Background: an optimization exercise with open tools, aiming at small area. Do not read the settings as production practice.
Only simulation tests tie the RTL to the original design; equivalence was not proved.

==> flow/design.v, too long to show whole: its modules and the start of the top module <==
// module cordic_top: 1355 lines
module cordic_top (
    input  logic               i_clk,
    input  logic               i_reset,
    input  logic               i_valid,
    input  logic signed [31:0] i_x,
    input  logic signed [31:0] i_y,
    input  logic signed [31:0] i_angle,
    output logic               o_valid,
    output logic signed [31:0] o_x,
    output logic signed [31:0] o_y
);
  // ...
==> flow/run.sh <==
#!/bin/bash
# synth_recipe.tcl (not shown) runs the flow's synth.tcl, then flattens the netlist and writes it again
# the make line also repeats each setting of config.mk as NAME=value (left out here)
make -C /OpenROAD-flow-scripts/flow DESIGN_CONFIG=/design/flow/config.mk WORK_HOME=/design/flow/orfs CLKGATE_MAP_FILE= SYNTH_SCRIPT=/design/flow/synth_recipe.tcl finish
==> flow/config.mk <==
export PLATFORM = sky130hd
export DESIGN_NAME = cordic_top
export DESIGN_NICKNAME = cordic_top
export VERILOG_FILES = /design/flow/design.v
export SDC_FILE = /design/flow/constraint.sdc
export NUM_CORES = 4
export LEC_CHECK = 0
export CAP_MARGIN = 20
export CORE_MARGIN = 2
export CORE_UTILIZATION = 45
export CTS_BUF_LIST = sky130_fd_sc_hd__clkbuf_8
export GPL_TIMING_DRIVEN = 0
export SLEW_MARGIN = 20
==> flow/constraint.sdc <==
create_clock -name core_clock -period 6.0 [get_ports {i_clk}]
set_input_delay 1.2000 -clock core_clock [delete_from_list [all_inputs] [get_ports {i_clk}]]
set_output_delay 1.2000 -clock core_clock [all_outputs]
set_load 0.01 [all_outputs]
==> results.txt, run 1 <==
status=complete, no violations; Die Wd=486 um; met2 WL post-DR=132000 um; simple-gate share of the synthesized area=0.165; clk_buf instances=290; CP startpoint=ex_r22$_DFF_P_; Worst slew margin=0.256; vias per cell=5.36; Max Used Layer=met5; worst-path fanout max=10; Post-Synth XOR/XNOR Area=0.171; final critical-path share of the clock period=0.975; mux cell area share after synthesis=0.0154; Seq cells=1324; final instance area=117000 um2; FFs w/ async S/R, synth=0.0121; Yosys cell types=113; Setup WS pre-CTS=-2700 ps; Routed WL=269000 um; # fillers=21.8k; Seq. cell area=26600 um2; Hold Path End=flip_r7$_DFF_P_; worst path arrival time=4650 ps; Setup CP Type=register to output port; Slowest-stage cell, CP=a2111oi_4; most common cell after layout, fill and taps aside=ha_1
==> run 2, diff against run 1 <==
--- a/flow/design.v
+++ b/flow/design.v
@@ -673,52 +673,48 @@
     logic signed [30:0] x_r21;
     logic signed [30:0] y_r21;
     logic [0:0] cx_r21;
     logic [0:0] cy_r21;
     logic [0:0] flip_r21;
     logic [0:0] ex_r21;
     logic [0:0] q1_r21;
     logic v_r21;
+    logic pax, pbx;
+    assign pax = cx_r21 ^ flip_r21;
+    assign pbx = ~flip_r21;
+    logic pay, pby;
+    assign pay = cy_r21 ^ q1_r21;
+    assign pby = ~q1_r21;
     logic signed [30:0] g6x, gt6x, gs6x;
     assign gs6x = x_r21 >>> 11;
     assign gt6x = ~gs6x & {31{~ex_r21}};
-    assign g6x = 31'(add_c(32'(x_r21), 32'(gt6x), ~cx_r21 & ~ex_r21));
+    assign g6x = 31'(add_x(32'(x_r21), 32'(gt6x), ~cx_r21 & ~ex_r21, pax));
     logic signed [30:0] g6y, gt6y, gs6y;
     assign gs6y = y_r21 >>> 11;
     assign gt6y = ~gs6y & {31{~ex_r21}};
-    assign g6y = 31'(add_c(32'(y_r21), 32'(gt6y), ~cy_r21 & ~ex_r21));
-    logic pax, pbx;
-    assign pax = cx_r21 ^ flip_r21;
-    assign pbx = ex_r21 ? ~flip_r21 : ~(cx_r21 ^ flip_r21);
-    logic pay, pby;
-    assign pay = cy_r21 ^ q1_r21;
-    assign pby = ex_r21 ? ~q1_r21 : ~(cy_r21 ^ q1_r21);
+    assign g6y = 31'(add_x(32'(y_r21), 32'(gt6y), ~cy_r21 & ~ex_r21, pay));
     logic signed [30:0] x_r22;
     logic signed [30:0] y_r22;
     logic [0:0] cx_r22;
     logic [0:0] cy_r22;
-    logic [0:0] pax_r22;
     logic [0:0] pbx_r22;
-    logic [0:0] pay_r22;
     logic [0:0] pby_r22;
     logic [0:0] flip_r22;
     logic [0:0] ex_r22;
     logic [0:0] q1_r22;
     logic v_r22;
-    logic signed [30:0] fax, fbx, fx, fsx;
+    logic signed [30:0] fbx, fx, fsx;
     assign fsx = x_r22 >>> 14;
-    assign fax = x_r22 ^ {31{pax_r22}};
-    assign fbx = (fsx & {31{~ex_r22}}) ^ {31{pbx_r22}};
-    assign fx = 31'(add_f(32'(fax), 32'(fbx), 1'b1));
-    logic signed [30:0] fay, fby, fy, fsy;
+    assign fbx = ex_r22 ? {31{pbx_r22}} : ~fsx;
+    assign fx = 31'(add_f(32'(x_r22), 32'(fbx), 1'b1));
+    logic signed [30:0] fby, fy, fsy;
     assign fsy = y_r22 >>> 14;
-    assign fay = y_r22 ^ {31{pay_r22}};
-    assign fby = (fsy & {31{~ex_r22}}) ^ {31{pby_r22}};
-    assign fy = 31'(add_f(32'(fay), 32'(fby), 1'b1));
+    assign fby = ex_r22 ? {31{pby_r22}} : ~fsy;
+    assign fy = 31'(add_f(32'(y_r22), 32'(fby), 1'b1));
     assign o_x = {fx[30], fx};
     assign o_y = {fy[30], fy};
     assign o_valid = v_r22;
     always_ff @(posedge i_clk) begin
         x_r1 <= xm2;
         y_r1 <= ym2;
         z_r1 <= z3;
         d1_r1 <= d1;
@@ -866,19 +862,17 @@
         cy_r21 <= cy_r20;
         flip_r21 <= flip_r20;
         ex_r21 <= ex_r20;
         q1_r21 <= q1_r20;
         x_r22 <= g6x;
         y_r22 <= g6y;
         cx_r22 <= cx_r21;
         cy_r22 <= cy_r21;
-        pax_r22 <= pax;
         pbx_r22 <= pbx;
-        pay_r22 <= pay;
         pby_r22 <= pby;
         flip_r22 <= flip_r21;
         ex_r22 <= ex_r21;
         q1_r22 <= q1_r21;
     end
     always_ff @(posedge i_clk or negedge i_reset) begin
         if (!i_reset) begin
             v_r1 <= 1'b0;
==> run 2 against run 1 <==
  * Synthesized cell count is 0.21% higher
  * Sequential share of layout area is 0.068 points lower
  * Non-clock buffer count is 25 higher
  * Hold slack better by 17 ps
  * Critical path type unchanged
  * Via count is 0.13% higher
  * Critical path depth is 2 lower
  * Fmax is 1.9% lower
  * Synthesized area hardly changed
  * Critical endpoint is now o_y[29]
==> results.txt, run 2 <==
max-slew violations=0; clk sinks=1322; Area Growth Syn to Fin=12.0%; worst-path fanout max=8 (-2); Total Routing Usage GR=0.235; Yosys cell types=108 (-4.4%); fraction of layout cells with a size suffix above 1=0.0753; vias in the first global route=83.2k; status=complete, no violations; synthesized area per cell=8.91 um2; Fin. Hold Viols=0; Worst slew margin=0.236 (-0.0206); dpl hpwl=236000 um; simple-gate share of the synthesized area=0.163 (-0.00118); most frequent cells in the layout=ha_1, xnor2_1, dfxtp_1; CTS tree=built; initial core utilization=0.453; initial antenna violation count=2; clock root buffer=clkbuf_8; via count=82.2k; WHS=314 ps; Worst-path clk slew=60 ps; largest family of logic cells by synthesized area=adder cells; CP peak stage delay=390 ps; DRT iter0 DRCs=3664; worst path arrival time=4760 ps (+110 ps); Post-synth top flop=dfxtp_1; RSZ-0062 raised after global routing=true; Adder-Cell Fraction of Synth Area=0.210; WL/cell=18.4 um; cell area after synthesis=104000 um2; final cell count without fillers=15.4k; FFs w/ async S/R, synth=0.0121 (+0.0000183); post-synthesis compound-gate area fraction=0.152; mux cell area share after synthesis=0.0150 (-0.000400); top-area cell type share of the netlist area=0.250; GRT overflow=0; maximum clock rate=168 MHz; clk buf depth=3; Core Region=230000 um2; synth top area cells=dfxtp_1, ha_1, xnor2_1; Routed WL=283000 um (+5.3%); Routed Antenna Nets=0; DR DRC count=0; worst hold path class=register to register; Setup CP Type=register to output port; Die Wd=486 um (about the same); IO Pins=164; die height=486 um; Syn Nets=13.5k; number of synthesized flops with an enable pin=0; vias per cell=5.34 (-0.22%); H-tree depth=4; final setup vio count=0; critical-path cell list=clkinv_8 -> buf_6 -> a21oi_4 -> ha_4 -> nor2b_1 -> o21a_1 -> o21ai_2 -> a21oi_2 -> a221o_1 -> a31o_4 -> a221o_1 -> a311oi_2 -> nor2_2 -> a311oi_2 -> xnor2_2 -> buf_2; pin count of the biggest net entering global routing=20; global-route wire length before repair=447000 um; final critical-path share of the clock period=0.993 (+0.0185); required time of the critical path=4800 ps; final net count=13.9k; commonest cells in the netlist=ha_1, xnor2_1, dfxtp_1; die area=236000 um2; TritonCTS buffer count=231; # fillers=21.6k (-0.86%); Slowest-stage cell, CP=dfxtp_4; Post-CTS Hold Buffers=0; Post-Synth XOR/XNOR Area=0.172 (+0.000396); synthesized instance count=11.7k; Cell Rows=176; Yosys top cell by area=dfxtp_1; Startpoint Class=register; synthesized flop and latch total=1322; maxcap violations=0; clk_skew=63.0 ps; GP Congestion=0.917; Min Clock Period, post-route=5960 ps; cell with the most instances after synthesis=ha_1; buffers added on ports=155; post-synthesis sequential area ratio=0.254; Detailed Routing Iterations Pass 1=6; Cells after DPL=14.9k; Slew @ Worst Pin=1140 ps; Yosys warning count=1; most common cell after layout, fill and taps aside=ha_1; CP Capture Type=output port; Clk Latency, worst-skew pair=1010 ps
-- run 2: cell types whose count changed after synthesis, sizes merged, moves of 13 or more --
cell	change
nand4	-14
a211oi	-23
nor2b	+19
a21oi	+76
inv	+25
nor3	-13
xnor2	+67
nor2	-51
or2	+18
nand2b	-46
o21bai	+17
xor2	-58
-- run 2: kinds of logic after synthesis --
logic type	after synthesis
simple gates	3235
compound gates	2414
mux	155
flops	1322
buf+inv	912
fa+ha+maj	1646
xor+xnor	2033
other cells	1
-- run 2: per-layer routing --
layer / vias to the layer above / track usage / wire (um)
li1: 41500 / - / -
met3: 430 / 0.0265 / 9240
met1: 38900 / 0.291 / 126000
met4: 0 / 0.0719 / 8300
met5: - / 0 / 0
met2: 1359 / 0.424 / 140000
-- run 2: area by class of cell --
cell class	count	area, um2	area share
antenna	1	2.50	0.0000214
tap	3026	3790	0.0324
multi-input combinational	9484	75600	0.647
sequential	1322	26600	0.227
clock buffer	292	4020	0.0344
buffer	274	1330	0.0114
timing repair buffer	230	2130	0.0182
clock inverter	125	1080	0.00922
inverter	634	2390	0.0205
-- run 2: worst max-delay path: cells and delay by family (launching register included) --
| family | cells | cell delay (ps) |
|---|---|---|
| adders and majority gates | 1 | 240 |
| DFF | 1 | 390 |
| buffers and inverters | 3 | 400 |
| and+or+nand+nor | 2 | 230 |
| xor gates and xnor gates | 1 | 190 |
| AOI/OAI and AO/OA | 9 | 2310 |
-- run 2: what timing repair did --
item | in CTS | in global routing
resized for setup | 268 | 226
pin swaps | 52 | 62
endpoints found under the setup margin | 222 | 124
endpoints found under the hold margin | 0 | 0
setup buffers | 40 | 33
-- run 2: path summary, 6_finish.rpt --
path | startpoint | to | slack, ps | cells after the start
max | ex_r22$_DFF_P_ | o_y[29] | 40 | 16
min | flip_r9$_DFF_P_ | flip_r10$_DFF_P_ | 310 | 0
max reg2reg | ex_r13$_DFF_P_ | x_r15[31]$_DFF_P_ | 170 | 25
min reg2reg | flip_r9$_DFF_P_ | flip_r10$_DFF_P_ | 310 | 0
max in group asynchronous | i_reset | v_r6$_DFF_PN0_ | 4940 | 1
min in group asynchronous | i_reset | v_r22$_DFF_PN0_ | 590 | 1
-- run 2: per-stage QoR --
| stage | util | worst slack, ps | cell area, um2 | setup TNS, ps |
|---|---|---|---|---|
| 2_1_floorplan | - | 39.3 | 104000 | 0 |
| 3_3_place_gp | 0.476 | -2180 | 110000 | -123660 |
| 3_5_place_dp | 0.477 | -2100 | 110000 | -129090 |
| 4_1_cts | 0.504 | -145 | 116000 | -356 |
| 5_1_grt | 0.508 | -203 | 117000 | -1000 |
| 6_report | 0.508 | 41.8 | 117000 | 0 |

-- static timing again, ports no longer ideal --
The results above use ideal ports. As a check the final layouts listed here were re-extracted and re-timed, cells and wires unchanged.
Step 1 (the two cells are an assumption about what drives the block):
set clk [get_ports {i_clk}]
set_driving_cell -lib_cell sky130_fd_sc_hd__clkbuf_16 $clk
set_driving_cell -lib_cell sky130_fd_sc_hd__buf_2 [delete_from_list [all_inputs] $clk]
Step 2 adds t to the input delays and takes it off the output delays; t is the mean of the earliest and latest rising clock arrival at the registers after step 1. Input paths then give back, and output paths get back, about the clock's delay inside the block.
a / b / c = no drivers / after step 1 / after step 2; a / b = the first two.
run | shift t [ns] | setup WS [ns] | clock arrival spread, ns | worst register clock-pin slew, ns | cell pins on the clock port's net
run 1 | 1.072 | 0.153 / 0.069 / -0.772 | 0.104 / 0.104 | 0.08 / 0.08 | 1
run 2 | 1.074 | 0.042 / -0.048 / -0.814 | 0.067 / 0.067 | 0.07 / 0.07 | 1
With both steps, setup timing fails in run 1 and run 2, where it was met with ideal ports. The setup slack of run 1, which loses most, moves by -0.084 ns with the drivers and by -0.925 ns with both steps.
